Context: an optimization exercise on an open-source flow, tuned for small area and a short achievable clock period. The choices shown serve that exercise and are no tape-out recipe. Only simulation tests tie the RTL to the original design; equivalence was not proved. No activity file was given, so power comes from the tool's default toggle rates.

<file path="design/flow/config.mk">
export PLATFORM = sky130hd
export DESIGN_NAME = dmem_ctrl
export DESIGN_NICKNAME = dmem_ctrl
export VERILOG_FILES = /design/flow/design.v
export SDC_FILE = /design/flow/constraint.sdc
export NUM_CORES = 4
export LEC_CHECK = 0
export CAP_MARGIN = 20
export CELL_PAD_IN_SITES_DETAIL_PLACEMENT = 1
export CORE_MARGIN = 2
export CORE_UTILIZATION = 45
export CTS_BUF_LIST = sky130_fd_sc_hd__clkbuf_16
export CTS_CLUSTER_DIAMETER = 60
export CTS_CLUSTER_SIZE = 25
export PLACE_DENSITY = 0.55
export SETUP_SLACK_MARGIN = 1.0
export SLEW_MARGIN = 20
export SYNTH_HIERARCHICAL = 1
export SYNTH_MINIMUM_KEEP_SIZE = 0
</file>
<file path="design/flow/constraint.sdc">
create_clock -name core_clock -period 4.0 [get_ports {clk}]
set_input_delay 0.8000 -clock core_clock [delete_from_list [all_inputs] [get_ports {clk}]]
set_output_delay 0.8000 -clock core_clock [all_outputs]
set_load 0.01 [all_outputs]
</file>
<file path="design/flow/design.v">
package dmem_pkg;
  localparam int DW_DEF       = 32;
  localparam int AW_DEF       = 7;
  localparam int INIT_TOP_DEF = 23;
  localparam int INIT_NXT_DEF = 17;
endpackage
module dmem_aoi222 (
  input  logic [2:0] d,
  input  logic [2:0] s,
  output logic       y_n
);
  assign y_n = ~|(d & s);
endmodule
module dmem_nand4 (
  input  logic [3:0] a,
  output logic       y
);
  assign y = ~&a;
endmodule
module dmem_nor4 (
  input  logic [3:0] a,
  output logic       y_n
);
  assign y_n = ~|a;
endmodule
module dmem_nand3 (
  input  logic [2:0] a,
  output logic       y
);
  assign y = ~&a;
endmodule
module dmem_aoi22 (
  input  logic [1:0] d,
  input  logic [1:0] s,
  output logic       y_n
);
  assign y_n = ~|(d & s);
endmodule
module dmem_nor3 (
  input  logic [2:0] a,
  output logic       y_n
);
  assign y_n = ~|a;
endmodule
module dmem_rd_bit (
  input  logic [127:0] d,
  input  logic [127:0] s,
  output logic         y
);
  logic [43:0] l1;                        
  logic [11:0] l2;                        
  logic [2:0]  l3;                        
  for (genvar i = 0; i < 42; i++) begin : g_l1
    dmem_aoi222 u (.d(d[3*i +: 3]), .s(s[3*i +: 3]), .y_n(l1[i]));
  end
  dmem_aoi22 u_l1t (.d(d[127:126]), .s(s[127:126]), .y_n(l1[42]));
  assign l1[43] = 1'b1;
  for (genvar i = 0; i < 10; i++) begin : g_l2
    dmem_nand4 u (.a(l1[4*i +: 4]), .y(l2[i]));
  end
  dmem_nand3 u_l2t (.a(l1[42:40]), .y(l2[10]));
  assign l2[11] = 1'b0;
  dmem_nor4 u_l3a (.a(l2[3:0]), .y_n(l3[0]));
  dmem_nor4 u_l3b (.a(l2[7:4]), .y_n(l3[1]));
  dmem_nor3 u_l3c (.a(l2[10:8]), .y_n(l3[2]));
  dmem_nand3 u_l4 (.a(l3), .y(y));
endmodule
module dmem_wen #(
  parameter int NB = 4
) (
  input  logic          sel_n,
  input  logic [NB-1:0] we_be_n,
  input  logic          ini_n,
  output logic [NB-1:0] en
);
  assign en = ~(({NB{sel_n}} | we_be_n) & {NB{ini_n}});
endmodule
module dmem_ctrl #(
  parameter int DW       = dmem_pkg::DW_DEF,
  parameter int AW       = dmem_pkg::AW_DEF,
  parameter int INIT_TOP = dmem_pkg::INIT_TOP_DEF,
  parameter int INIT_NXT = dmem_pkg::INIT_NXT_DEF
) (
  input  logic            clk,
  input  logic            rst_n,
  input  logic            req_valid,
  output logic            req_ready,
  input  logic            req_write,
  input  logic [AW-1:0]   req_addr,
  input  logic [DW-1:0]   req_wdata,
  input  logic [DW/8-1:0] req_be,
  output logic            rsp_valid,
  output logic [DW-1:0]   rsp_rdata,
  output logic            init_busy
);
  localparam int NB    = DW / 8;
  localparam int DEPTH = 1 << AW;
  localparam logic [DW-1:0] TOP_V = DW'(INIT_TOP);
  localparam logic [DW-1:0] NXT_V = DW'(INIT_NXT);
  localparam int NG = DEPTH / 16;
  logic            run_q;
  logic            bsy_q;
  logic [NG+1:0]   rn_q;
  logic [AW-1:0]   cnt_q;
  logic            rsp_valid_q;
  logic            has_q;
  logic            we, re;
  logic            last;
  assign last = &cnt_q;
  assign we   = rn_q[NG+1] & req_valid & req_write;
  assign re   = rn_q[NG+1] & req_valid & ~req_write;
  always_ff @(posedge clk or negedge rst_n) begin
    if (!rst_n) begin
      run_q       <= 1'b0;
      cnt_q       <= '0;
      rsp_valid_q <= 1'b0;
      has_q       <= 1'b0;
    end else begin
      cnt_q       <= cnt_q + AW'(1);
      run_q       <= run_q | last;
      rsp_valid_q <= re;
      has_q       <= has_q | re;
    end
  end
  always_ff @(posedge clk or negedge rst_n) begin
    if (!rst_n) begin
      bsy_q <= 1'b1;
      rn_q  <= '0;
    end else begin
      bsy_q <= ~(run_q | last);
      rn_q  <= rn_q | {(NG+2){last}};
    end
  end
  logic [DEPTH-1:0] sel;
  for (genvar w = 0; w < DEPTH; w++) begin : g_sel
    assign sel[w] = (req_addr == AW'(w));
  end
  logic [DW-1:0] mem_q [DEPTH];
  logic [DW-1:0] wdata_z;
  logic [NB-1:0] we_be;
  assign wdata_z = req_wdata & {DW{rn_q[NG]}};
  assign we_be   = req_be & {NB{we}};
  for (genvar w = 0; w < DEPTH; w++) begin : g_word
    localparam logic [DW-1:0] IV = (w == DEPTH - 1) ? TOP_V :
                                   (w == DEPTH - 2) ? NXT_V : '0;
    logic [DW-1:0] d;
    assign d = wdata_z | (IV & {DW{~rn_q[NG]}});
    logic [NB-1:0] en;
    dmem_wen #(.NB(NB)) u_wen (
      .sel_n   (~sel[w]),
      .we_be_n (~we_be),
      .ini_n   (rn_q[w/16]),
      .en      (en)
    );
    for (genvar j = 0; j < NB; j++) begin : g_lane
      always_ff @(posedge clk) begin
        if (en[j]) begin
          mem_q[w][8*j +: 8] <= d[8*j +: 8];
        end
      end
    end
  end
  logic [DW-1:0] ram_rdata;
  logic [DW-1:0] rdata_q;
  for (genvar b = 0; b < DW; b++) begin : g_rd
    logic [DEPTH-1:0] col;
    for (genvar w = 0; w < DEPTH; w++) begin : g_col
      assign col[w] = mem_q[w][b];
    end
    dmem_rd_bit u_rd (.d(col), .s(sel), .y(ram_rdata[b]));
  end
  always_ff @(posedge clk) begin
    if (re) rdata_q <= ram_rdata;
  end
  assign rsp_valid = rsp_valid_q;
  assign rsp_rdata = has_q ? rdata_q : '0;
  assign init_busy = bsy_q;
  assign req_ready = run_q;
endmodule
</file>
<file path="design/flow/run.sh">
#!/bin/bash
# synth_recipe.tcl (not shown) runs the flow's synth.tcl, then flattens the netlist and writes it again
# the make line also repeats each setting of config.mk as NAME=value (left out here)
make -C /OpenROAD-flow-scripts/flow DESIGN_CONFIG=/design/flow/config.mk WORK_HOME=/design/flow/orfs CLKGATE_MAP_FILE= SYNTH_SCRIPT=/design/flow/synth_recipe.tcl finish
</file>
==> results of run 1 <==
## timing repair
action,in CTS,in global routing
setup buffers,90,31
resized for setup,241,37
hold buffers,1,0
endpoints found under the hold margin,12,0
endpoints found under the setup margin,64,32
cloned,4,5
pin swaps,125,66
## stage by stage
stage          utilization, %  hold WS, ns  cell area (um^2)
3_3_place_gp             52.1        0.400            169000
4_1_cts                  55.8        0.340            181000
5_1_grt                  56.0        0.407            181000
2_1_floorplan               -        0.437            147000
3_5_place_dp             52.1        0.435            169000
6_report                 56.0        0.381            181000
## area by class of cell
class                   count  share of cell area, %
clock buffers             298                   4.11
diodes                     52                 0.0717
inverters                  13                 0.0269
repair buffers           1982                   9.92
clock inverters           235                   1.54
flip-flops and latches   4149                   68.6
well taps                4325                   2.98
multi-input cells        2776                   12.7
## power groups by stage
| stage | clock [uW] | combinational, uW | sequential [uW] |
|---|---|---|---|
| after floorplan | 0 | 132 | 48000 |
| after global placement | 0 | 516 | 48000 |
| after detailed placement | 0 | 526 | 48000 |
| after CTS | 32600 | 588 | 47000 |
| after global routing | 33900 | 635 | 47000 |
| final | 32200 | 633 | 47000 |
## worst reg2reg max path: stages, from the launching register on
cell	delay (ns)
edfxtp_1	0.37
a222oi_1	0.39
buf_4	0.19
nand4_1	0.57
nor4_4	1.08
nand3_1	0.15
## cell usage after synthesis
cell | instances | area (um^2)
edfxtp_1 | 4128 | 124000
a222oi_1 | 1344 | 13500
o21ai_1 | 512 | 2560
nand4_1 | 321 | 2010
nand2_1 | 141 | 529
nor2_1 | 126 | 473
nand3_1 | 75 | 375
and2_1 | 65 | 407
nor4_2 | 64 | 801
nor3_2 | 37 | 370
a22oi_2 | 32 | 400
dfrtp_1 | 20 | 500
clkbuf_1 | 16 | 60.1
buf_2 | 15 | 75.1
inv_1 | 13 | 48.8
nor2_2 | 13 | 81.3
or2_2 | 13 | 81.3
nand2b_1 | 8 | 50.1
buf_4 | 5 | 37.5
and2b_1 | 4 | 30.0
and3_1 | 3 | 18.8
xnor2_1 | 3 | 26.3
and3b_1 | 2 | 17.5
buf_6 | 2 | 22.5
nand3b_1 | 2 | 15.0
nor3_4 | 2 | 32.5
nor3b_2 | 2 | 25.0
or3b_1 | 2 | 17.5
xor2_1 | 2 | 17.5
dfstp_2 | 1 | 26.3
ha_1 | 1 | 12.5
nor4_4 | 1 | 21.3
or3_1 | 1 | 6.26
## modules after synthesis (local to each module, per instance), a selection
module	copies in the design	cells inside	cell area [um^2]
dmem_nor3	32	1	10.0
dmem_nor4	64	1	12.5
dmem_aoi22	32	1	12.5
dmem_nand4	320	1	6.26
dmem_aoi222	1344	1	10.0
dmem_ctrl	1	4608	127000
dmem_nand3	64	1	5.00
## worst paths after layout
path / startpoint / endpoint
min in group core_clock: run_q / bsy_q
worst max-delay path: req_addr[0] / rdata_q[19]
worst max register to register: mem_q[69][9] / rdata_q[9]
worst min register to register: run_q / bsy_q
worst min-delay path: rst_n / rn_q[4]
max in group asynchronous: rst_n / has_q
## flip-flops by register name, summed over array words and instances, names as in the netlist
name and cells:
rn_q 10, rsp_valid_q 1, bsy_q 1, has_q 1, rdata_q 32, cnt_q 7, run_q 1, mem_q 4096
## cells by family after synthesis
| kind of cell | after synthesis | synth area share [%] |
|---|---|---|
| DFF | 4149 | 84.9 |
| buffers and inverters | 51 | 0.166 |
| AOI/OAI and AO/OA | 1888 | 11.2 |
| xor gates and xnor gates | 5 | 0.0299 |
| and+or+nand+nor | 882 | 3.66 |
| adders and majority gates | 1 | 0.00854 |
## per-layer routing
| metal | track usage [%] | wire length, um | up-vias |
|---|---|---|---|
| met2 | 48.2 | 241000 | 5441 |
| met3 | 5.22 | 50800 | 789 |
| met1 | 40.8 | 191000 | 48200 |
| met4 | 14.2 | 26600 | 8 |
| met5 | 0 | 53 | - |
| li1 | - | - | 37000 |
==> qor.txt, run 1 <==
final wirelength: 510,000 um
CTS H-tree depth: 5
count of pins over their slew limit: 0
Hold Crit Class: primary input to async pin
Total GRT Usage: 30.3%
flop-to-flop setup slack: 0.96 ns
Max-Cap Viols: 0
Clock Power Share: 40.4%
1st-pass router iterations: 14
Final HPWL DP: 350,000 um
Synth Area per Inst: 21.0 um^2
vias in the first global route: 91,400
Fill cells: 28,500
Rows: 209
Max Fclk: 280 MHz
area grow syn2layout: 23.8%
crit end category: flip-flop
Worst-path clk slew: 0.09 ns
Final min period: 3.57 ns
share of layout cells above drive strength 1: 29.6%
Synth Net Count: 7,024
Bufs on Longest Clock Path: 4
pre-CTS setup slack: -1.16 ns
Starting DRT DRC Count: 17,100
most frequent cells in the layout: edfxtp_1 (4,128), buf_4 (1,625), a222oi_1 (1,344)
CP max stage delay: 0.72 ns
Via density: 6.61
synthesized area: 0.147 mm^2
crit path DAT: 4.23 ns
Crit path max-delay family: simple AND/OR/NAND/NOR gates
DIE WIDTH: 575 um
outcome: timing/DRC/antenna clean
clk_skew: 0.0594 ns
via count: 91,400
register bit count reported by yosys: 4,149
Die ar.: 0.330 mm^2
Final Cycle Share: 89.1%
switch share: 21.6%
Reg area: 0.125 mm^2
synth warn: 8
core area: 0.324 mm^2
Setup Crit Path Kind: primary input to flip-flop
WP depth: 15
commonest non-fill, non-tap cell in the layout: edfxtp_1
cell count after synthesis: 6,976
TritonCTS clock tree: done
GPL Wtd Cong: 0.944
CP bufs+invs: 8
Post-Layout Cell Count: 13,800
pwr dens: 440 mW/mm^2
# nets final: 9,261
normalized max-slew margin: 24.1%
Skew-Pair Late Insertion Delay: 0.96 ns
num ports: 82
crit path launch type: primary input
total power: 79,800 uW
Fin. Hold Viols: 0
P_int: 62,600 uW
Gate power share: 0.8%
final global-route overflow total: 0
initial core utilization: 45.2%
area used by multi-input combinational logic: 0.0231 mm^2
Wirelength per Cell: 36.9 um
DR DRC count: 0
CP cell instances: buf_6 -> buf_12 -> and2b_2 -> buf_4 -> nand2_4 -> buf_6 -> buf_4 -> nor2_4 -> buf_12 -> buf_4 -> a222oi_1 -> buf_4 -> nand4_1 -> nor4_4 -> nand3_1
Worst VDD drop: 418 uV
setup slack after layout: 0.434 ns
Least-Margin Pin Slew: 1.14 ns
largest net degree at the start of global routing: 129
CP required: 4.66 ns
unrepaired setup endpoints after global routing: true
Final setup viols: 0
post-synthesis sequential area ratio: 84.9%
total CTS buffers: 291
Cells after DPL: 13,100
first-pass GRT wire length: 711,000 um
worst-path maximum fanout: 6
post-route ant nets: 0
initial antenna violation count: 26
Final TNS setup: 0 ns
R2R cell count: 5
Switching Power: 17,200 uW
Sequential Power Share: 58.8%
root buf cell: clkbuf_16
die height: 575 um
leakage: 0.0706 uW
# clock sinks: 4,149
synth unique cells: 33
Slowest cell on crit path: nor4_4
Port Buffers: 81
Top cell by count, worst path: buf_4
==> run 2: changes to the inputs <==
--- a/design/flow/design.v
+++ b/design/flow/design.v
@@ -17,12 +17,6 @@
 );
   assign y = ~&a;
 endmodule
-module dmem_nor4 (
-  input  logic [3:0] a,
-  output logic       y_n
-);
-  assign y_n = ~|a;
-endmodule
 module dmem_nand3 (
   input  logic [2:0] a,
   output logic       y
@@ -35,6 +29,12 @@
   output logic       y_n
 );
   assign y_n = ~|(d & s);
+endmodule
+module dmem_nor2 (
+  input  logic [1:0] a,
+  output logic       y_n
+);
+  assign y_n = ~|a;
 endmodule
 module dmem_nor3 (
   input  logic [2:0] a,
@@ -49,7 +49,7 @@
 );
   logic [43:0] l1;                        
   logic [11:0] l2;                        
-  logic [2:0]  l3;                        
+  logic [3:0]  l3;                        
   for (genvar i = 0; i < 42; i++) begin : g_l1
     dmem_aoi222 u (.d(d[3*i +: 3]), .s(s[3*i +: 3]), .y_n(l1[i]));
   end
@@ -60,10 +60,11 @@
   end
   dmem_nand3 u_l2t (.a(l1[42:40]), .y(l2[10]));
   assign l2[11] = 1'b0;
-  dmem_nor4 u_l3a (.a(l2[3:0]), .y_n(l3[0]));
-  dmem_nor4 u_l3b (.a(l2[7:4]), .y_n(l3[1]));
-  dmem_nor3 u_l3c (.a(l2[10:8]), .y_n(l3[2]));
-  dmem_nand3 u_l4 (.a(l3), .y(y));
+  dmem_nor3 u_l3a (.a(l2[2:0]),  .y_n(l3[0]));
+  dmem_nor3 u_l3b (.a(l2[5:3]),  .y_n(l3[1]));
+  dmem_nor3 u_l3c (.a(l2[8:6]),  .y_n(l3[2]));
+  dmem_nor2 u_l3d (.a(l2[10:9]), .y_n(l3[3]));
+  dmem_nand4 u_l4 (.a(l3), .y(y));
 endmodule
 module dmem_wen #(
   parameter int NB = 4
==> design/flow/config.mk (replaced) <==
export PLATFORM = sky130hd
export DESIGN_NAME = dmem_ctrl
export DESIGN_NICKNAME = dmem_ctrl
export VERILOG_FILES = /design/flow/design.v
export SDC_FILE = /design/flow/constraint.sdc
export NUM_CORES = 4
export LEC_CHECK = 0
export CAP_MARGIN = 20
export CORE_MARGIN = 2
export CORE_UTILIZATION = 50
export CTS_BUF_LIST = sky130_fd_sc_hd__clkbuf_16
export CTS_CLUSTER_DIAMETER = 80
export CTS_CLUSTER_SIZE = 25
export PLACE_DENSITY = 0.65
export SETUP_SLACK_MARGIN = 1.0
export SLEW_MARGIN = 20
export SYNTH_HIERARCHICAL = 1
export SYNTH_MINIMUM_KEEP_SIZE = 0
==> qor.txt, run 2 <==
Switching Power: 13,300 uW (-23%)
post-synthesis sequential area ratio: 84.9% (unchanged)
commonest non-fill, non-tap cell in the layout: edfxtp_1
Final HPWL DP: 321,000 um (-8.3%)
final global-route overflow total: 0 (unchanged)
Skew-Pair Late Insertion Delay: 0.94 ns (-0.02 ns)
Starting DRT DRC Count: 20,700 (+21%)
first-pass GRT wire length: 649,000 um (-8.7%)
CP max stage delay: 0.56 ns (-0.16 ns)
Final Cycle Share: 77.3% (-12 points)
initial antenna violation count: 30 (+15%)
Die ar.: 0.297 mm^2 (-9.9%)
pre-CTS setup slack: -0.951 ns (+0.206 ns)
switch share: 19.1% (-2.5 points)
# nets final: 9,186 (-0.81%)
Max-Cap Viols: 0 (unchanged)
Synth Net Count: 7,056 (+0.46%)
biggest area consumer among synthesized cells: edfxtp_1
Crit path max-delay family: buffers and inverters
DR DRC count: 0 (unchanged)
DIE WIDTH: 545 um (-5.1%)
CP required: 3.20 ns (-1.46 ns)
crit end category: output pin
top cells by instance count after synthesis: edfxtp_1 (4,128), a222oi_1 (1,344), o21ai_1 (512), nand4_1 (353), nor2_1 (158)
clk_skew: 0.0659 ns (+0.00647 ns)
total CTS buffers: 195 (-33%)
Gate power share: 1.0% (+0.2 points)
Max Fclk: 323 MHz (+15%)
register bit count reported by yosys: 4,149 (unchanged)
largest net degree at the start of global routing: 129 (unchanged)
setup slack after layout: 0.906 ns (+0.472 ns)
synth warn: 8 (unchanged)
Synth area leaders: edfxtp_1 (85%), a222oi_1 (9.2%), o21ai_1 (1.7%)
Final Cell Area: 0.175 mm^2 (-3.3%)
1st-pass router iterations: 14 (unchanged)
CP cell instances: and2_2 -> clkdlybuf4s50_1
Clock Power Share: 31.5% (-8.9 points)
Rows: 198 (-5.3%)
Final setup viols: 0 (unchanged)
Largest register FFs: 4,096 (unchanged)
Core Util, Final: 60.2% (+4.2 points)
Worst-path clk slew: 0.10 ns (about the same)
crit path DAT: 2.29 ns (-1.94 ns)
start point of the critical path: rdata_q[6]
Async S/R FF share, synth: 0.506% (unchanged)
Yosys top cell area share: 84.6% (unchanged)
Wirelength per Cell: 36.0 um (-2.5%)
count of pins over their slew limit: 0 (unchanged)
# clock sinks: 4,149 (unchanged)
area post-placement: 0.168 mm^2 (-0.59%)
post-route ant nets: 0 (unchanged)
worst-path maximum fanout: 1 (-5)
Port Buffers: 81 (unchanged)
Least-Margin Pin Slew: 1.25 ns (+0.113 ns)
Slowest cell on crit path: clkdlybuf4s50_1
leakage: 0.0682 uW (-3.4%)
Final min period: 3.09 ns (-0.472 ns)
Bufs on Longest Clock Path: 4 (unchanged)
num ports: 82 (unchanged)
synth unique cells: 32 (-3.0%)
Via density: 6.90 (+4.4%)
most common cell in the netlist: edfxtp_1
synthesized area: 0.147 mm^2 (unchanged)
CP bufs+invs: 1 (-7)
pwr dens: 396 mW/mm^2 (-10%)
biggest regs: mem_q (4096), rdata_q (32), rn_q (10)
R2R cell count: 2 (-3)
core area: 0.291 mm^2 (-10%)
unrepaired setup endpoints after global routing: true
top_reg_cell synth: edfxtp_1
root buf cell: clkbuf_16
EDFF count, synth: 4,128 (unchanged)
Total GRT Usage: 30.8% (+0.53 points)
crit path launch type: flip-flop
Synth Area per Inst: 20.9 um^2 (-0.46%)
Hold Crit Class: primary input to async pin
die height: 545 um (-5.1%)
area grow syn2layout: 19.7%
Setup Crit Path Kind: flip-flop to output pin
via count: 90,700 (-0.78%)
flop-to-flop setup slack: 1.54 ns (+0.58 ns)
share of layout cells above drive strength 1: 27.0% (-2.6 points)
vias in the first global route: 85,900 (-6.0%)
Fin. Hold Viols: 0 (unchanged)
RR Endpoint: mem_q[63][11]
P_int: 56,200 uW (-10%)
Critical R2R Launch: rn_q[8]
Sequential Power Share: 67.6% (+8.8 points)
Post-CTS Hold Buffers: 0 (-1)
TritonCTS clock tree: done
GPL Wtd Cong: 0.952 (+0.84%)
CTS H-tree depth: 4 (-1)
final wirelength: 473,000 um (-7.4%)
initial core utilization: 50.3% (+5.1 points)
Top reg by flops: mem_q
final hold slack: 0.0859 ns (-0.295 ns)
cell count after synthesis: 7,008 (+0.46%)
Worst VDD drop: 473 uV (+13%)
most frequent cells in the layout: edfxtp_1 (4,128), buf_4 (1,632), a222oi_1 (1,344)
normalized max-slew margin: 16.5% (-7.6 points)
Fill cells: 20,900 (-27%)
outcome: timing/DRC/antenna clean
==> run 2: changes by cell type after synthesis, sizes merged <==
cell / delta
nor2: +32
nand3: -32
nand4: +32
nor3: +64
nor4: -64
==> run 2: logic make-up (layout without fill, tap and decap cells) <==
family	count (synthesis)	in the layout	share of synthesized area [%]
DFF	4149	4149	84.9
AOI/OAI and AO/OA	1888	1888	11.2
and+or+nand+nor	914	915	3.66
buffers and inverters	51	2256	0.166
xor gates and xnor gates	5	5	0.0299
adders and majority gates	1	1	0.00854
other	0	29	0
==> run 2: what timing repair did <==
action / CTS / global route
gates resized for setup: 208 / 81
setup endpoints to repair: 64 / 34
cloned: 4 / 5
pin swaps: 72 / 58
setup buffers: 74 / 51
==> run 2: area by class of cell <==
cell class / count / area, um^2 / share of cell area [%]
Timing Repair Buffer: 1970 / 17700 / 10.1
Sequential cell: 4149 / 125000 / 71.0
Multi-Input combinational cell: 2809 / 22900 / 13.0
Clock buffer: 198 / 4950 / 2.82
Clock inverter: 75 / 377 / 0.215
Antenna cell: 29 / 72.6 / 0.0414
Tap cell: 3900 / 4880 / 2.78
Inverter: 13 / 48.8 / 0.0278
==> run 2: worst reg2reg max path: cells and delay by family (launching register included) <==
kind	cells	cell delay, ns
simple gates	1	0.77
flops	1	0.84
buf+inv	1	0.53
==> run 2: how the worst max path moves through the flow <==
stage,end,cells past startpoint
6_report,rsp_rdata[6],2
5_1_grt,rsp_rdata[2],4
4_1_cts,rsp_rdata[31],2
3_5_place_dp,rdata_q[15],10
3_3_place_gp,rdata_q[12],10
2_1_floorplan,mem_q[0][0],3
==> run 2: layer usage <==
metal | wire length [um] | vias up | track usage (%) | part of all wire, %
met5 | 109 | - | 0 | 0.023
li1 | - | 36500 | - | -
met3 | 66800 | 956 | 7.03 | 14
met2 | 213000 | 7040 | 46.7 | 45
met1 | 165000 | 46100 | 42.2 | 35
met4 | 28300 | 16 | 15.6 | 6.0
==> run 2: through the flow <==
stage	TNS, ns	instances	power [uW]
3_5_place_dp	-17.93	12700	48500
4_1_cts	0	13100	69600
6_report	0	13100	69500
5_1_grt	0	13100	71000
3_3_place_gp	-17.62	12700	48500
2_1_floorplan	0	7008	48100
==> run 2: power groups by stage <==
stage	Clock [uW]	Combinational [uW]	Sequential [uW]
6_report	21900	663	47000
5_1_grt	23400	660	47000
4_1_cts	22000	594	47000
3_5_place_dp	0	524	48000
3_3_place_gp	0	520	48000
2_1_floorplan	0	132	48000
==> run 2: per-module statistics from Yosys (local to each module, per instance), a selection <==
module       copies in the design  cell area (um^2)
dmem_ctrl                       1            127000
dmem_aoi22                     32              12.5
dmem_nor3                      96              10.0
dmem_aoi222                  1344              10.0
dmem_nand4                    352              6.26
dmem_nand3                     32              5.00
==> run 3: changes to the inputs <==
--- a/design/flow/config.mk
+++ b/design/flow/config.mk
@@ -11,6 +11,7 @@
 export CTS_BUF_LIST = sky130_fd_sc_hd__clkbuf_16
 export CTS_CLUSTER_DIAMETER = 80
 export CTS_CLUSTER_SIZE = 25
+export GPL_TIMING_DRIVEN = 0
 export PLACE_DENSITY = 0.65
 export SETUP_SLACK_MARGIN = 1.0
 export SLEW_MARGIN = 20
==> qor.txt, run 3 <==
most frequent cells in the layout: edfxtp_1 (4,128), a222oi_1 (1,344), o21ai_1 (469)
post-route ant nets: 0 (unchanged)
start point of the critical path: req_addr[3]
Switching Power: 13,200 uW (-0.28%)
Synth Net Count: 7,056 (unchanged)
RR Endpoint: mem_q[40][7]
num ports: 82 (unchanged)
outcome: timing/DRC/antenna clean
Final HPWL DP: 298,000 um (-7.3%)
Starting DRT DRC Count: 20,700 (-0.23%)
Skew-Pair Late Insertion Delay: 0.94 ns (about the same)
CTS H-tree depth: 4 (unchanged)
Final min period: 3.36 ns (+0.265 ns)
GPL Wtd Cong: 0.873 (-8.3%)
Synth area leaders: edfxtp_1 (85%), a222oi_1 (9.2%), o21ai_1 (1.7%)
Post-Layout Cell Count: 11,800 (-10%)
Max Fclk: 298 MHz (-7.9%)
largest net degree at the start of global routing: 84 (-35%)
register bit count reported by yosys: 4,149 (unchanged)
Total GRT Usage: 29.5% (-1.3 points)
Port Buffers: 81 (unchanged)
post-synthesis sequential area ratio: 84.9% (unchanged)
Worst VDD drop: 350 uV (-26%)
area grow syn2layout: 15.3%
Largest register FFs: 4,096 (unchanged)
Sequential Power Share: 67.5% (about the same)
cell count after synthesis: 7,008 (unchanged)
setup slack after layout: 0.642 ns (-0.265 ns)
Max-Cap Viols: 0 (unchanged)
CP required: 4.59 ns (+1.39 ns)
total power: 69,600 uW (about the same)
Fill cells: 20,900 (-0.048%)
Rows: 198 (unchanged)
Fin. Hold Viols: 0 (unchanged)
clk_skew: 0.0690 ns (+0.00310 ns)
top_reg_cell synth: edfxtp_1
flop-to-flop setup slack: 0.93 ns (-0.61 ns)
synth unique cells: 32 (unchanged)
EDFF count, synth: 4,128 (unchanged)
DIE WIDTH: 545 um (unchanged)
DR DRC count: 0 (unchanged)
final global-route overflow total: 0 (unchanged)
share of layout cells above drive strength 1: 14.7% (-12 points)
root buf cell: clkbuf_16
unrepaired setup endpoints after global routing: true
Least-Margin Pin Slew: 1.13 ns (-0.125 ns)
R2R cell count: 4 (+2)
crit end category: flip-flop
P_int: 56,300 uW (+0.15%)
crit path capture: rdata_q[0]
total CTS buffers: 194 (-0.51%)
pre-CTS setup slack: -2.28 ns (-1.33 ns)
core area: 0.291 mm^2 (unchanged)
Top reg by flops: mem_q
initial core utilization: 50.3% (unchanged)
Wirelength per Cell: 38.7 um (+7.6%)
biggest area consumer among synthesized cells: edfxtp_1
Critical R2R Launch: rn_q[9]
TritonCTS clock tree: done
Gate power share: 1.1% (about the same)
final hold slack: 0.335 ns (+0.249 ns)
crit path launch type: primary input
count of pins over their slew limit: 0 (unchanged)
switch share: 19.0% (-0.066 points)
Cells after DPL: 11,200 (-12%)
Via density: 7.24 (+4.9%)
pwr dens: 412 mW/mm^2 (+3.9%)
Worst-path clk slew: 0.10 ns (about the same)
first-pass GRT wire length: 617,000 um (-5.0%)
Bufs on Longest Clock Path: 4 (unchanged)
most common cell in the netlist: edfxtp_1
Reg area: 0.125 mm^2 (about the same)
area post-placement: 0.159 mm^2 (-5.3%)
Yosys top cell area share: 84.6% (unchanged)
final wirelength: 457,000 um (-3.3%)
Hold Crit Class: primary input to async pin
# nets final: 7,835 (-15%)
Final Cycle Share: 84.0% (+6.6 points)
worst-path maximum fanout: 27 (+26)
vias in the first global route: 79,200 (-7.8%)
synthesized area: 0.147 mm^2 (unchanged)
Final setup viols: 0 (unchanged)
Async S/R FF share, synth: 0.506% (unchanged)
crit path DAT: 3.95 ns (+1.66 ns)
top cells by instance count after synthesis: edfxtp_1 (4,128), a222oi_1 (1,344), o21ai_1 (512), nand4_1 (353), nor2_1 (158)
Clock Power Share: 31.4% (about the same)
synth warn: 8 (unchanged)
die height: 545 um (unchanged)
Final Cell Area: 0.169 mm^2 (-3.7%)
1st-pass router iterations: 17 (+3)
Setup Crit Path Kind: primary input to flip-flop
Die ar.: 0.297 mm^2 (unchanged)
commonest non-fill, non-tap cell in the layout: edfxtp_1
# clock sinks: 4,149 (unchanged)
normalized max-slew margin: 24.4% (+7.9 points)
initial antenna violation count: 34 (+13%)
via count: 85,500 (-5.7%)
leakage: 0.0635 uW (-6.9%)
biggest regs: mem_q (4096), rdata_q (32), rn_q (10)
area used by multi-input combinational logic: 0.0238 mm^2 (+4.2%)
Synth Area per Inst: 20.9 um^2 (unchanged)
-- run 3: final cells by class --
cell class	count	share of cell area (%)
antenna	35	0.0518
buffer	38	0.264
clock buffer	196	2.90
clock inverter	84	0.276
inverter	13	0.0415
multi-input combinational	2808	14.1
sequential	4149	73.7
tap	3900	2.89
timing repair buffer	583	5.79
-- run 3: worst min-delay path by stage --
stage	depth (start not counted)	startpoint	endpoint
floorplan	1	cnt_q[0]	cnt_q[0]
global placement	1	run_q	bsy_q
detailed placement	1	run_q	bsy_q
CTS	2	rst_n	run_q
global route	2	rst_n	run_q
finish	2	rst_n	run_q
-- run 3: layer usage --
metal,up-vias,wire length [um],GRT usage [%]
li1,33900,-,-
met1,43400,154000,39.9
met2,7146,210000,45.2
met3,1011,65600,6.87
met4,28,26800,14.9
met5,-,247,0.0962
-- run 3: logic make-up (layout without fill, tap and decap cells) --
kind of cell / Yosys count / in the layout / share of synthesized area (%)
flops: 4149 / 4149 / 84.9
buf+inv: 51 / 914 / 0.166
other cells: 0 / 35 / 0
simple gates: 914 / 914 / 3.66
fa+ha+maj: 1 / 1 / 0.00854
compound gates: 1888 / 1888 / 11.2
xor+xnor: 5 / 5 / 0.0299
-- run 3: repair_timing --
| action | CTS | global route |
|---|---|---|
| endpoints found under the setup margin | 3732 | 2235 |
| pin swaps | 130 | 146 |
| buffers inserted | 139 | 99 |
| resized for setup | 268 | 135 |
| endpoints found under the hold margin | 11 | 0 |
| hold buffers | 1 | 0 |
| gates cloned | 22 | 13 |
-- run 3: power groups by stage --
| stage | logic, uW | clock network, uW | registers [uW] |
|---|---|---|---|
| floorplan | 132 | 0 | 48000 |
| global placement | 378 | 0 | 48000 |
| detailed placement | 520 | 0 | 48000 |
| CTS | 670 | 21900 | 47000 |
| global route | 758 | 23300 | 47000 |
| finish | 767 | 21800 | 47000 |
-- run 3: stage by stage --
stage / TNS, ns / util (%)
2_1_floorplan: 0 / -
3_3_place_gp: - / 52.3
3_5_place_dp: -839.06 / 54.6
4_1_cts: 0 / 57.5
5_1_grt: 0 / 58.0
6_report: 0 / 58.0
-- run 3: worst max-delay path: stages --
cell	delay (ns)
buf_12	0.12
buf_12	0.12
and2b_4	0.22
buf_12	0.14
nand2_8	0.14
buf_12	0.16
buf_12	0.11
nor2_4	0.06
buf_12	0.16
a222oi_1	0.32
nand4_1	0.42
nor3_4	0.74
nand4_1	0.37
-- run 3: Yosys stat by module, one instance, submodules excluded, excerpt --
module	times used	area, um^2	cells inside	flip-flops and latches
dmem_ctrl	1	127000	4608	4149
dmem_aoi22	32	12.5	1	0
dmem_aoi222	1344	10.0	1	0
dmem_nor3	96	10.0	1	0
dmem_nand4	352	6.26	1	0
dmem_nand3	32	5.00	1	0
dmem_nor2	32	3.75	1	0

what the ideal ports hide:
The results above use ideal ports. As a check the final layouts listed here were re-extracted and re-timed, cells and wires unchanged.
Step 1 assumes that a clkbuf_16 drives the clock port and a buf_2 every other input.
Step 2 adds t to the input delays and takes it off the output delays; t is the mean of the earliest and latest rising clock arrival at the registers after step 1. Input paths then give back, and output paths get back, about the clock's delay inside the block.
Three values: no drivers, after step 1, after step 2; two values: the first two.
run	shift t [ns]	setup WS [ns]	pins driven straight from the clock port
run 1	1.049	0.434 / 0.380 / -0.669	1
run 2	1.000	0.906 / 0.817 / -0.024	1
run 3	0.993	0.642 / 0.661 / -0.333	1
Met with ideal ports but missed after step 2: setup timing in every run listed. The setup slack of run 1, which loses most, moves by -0.054 ns with the drivers and by -1.103 ns with both steps.
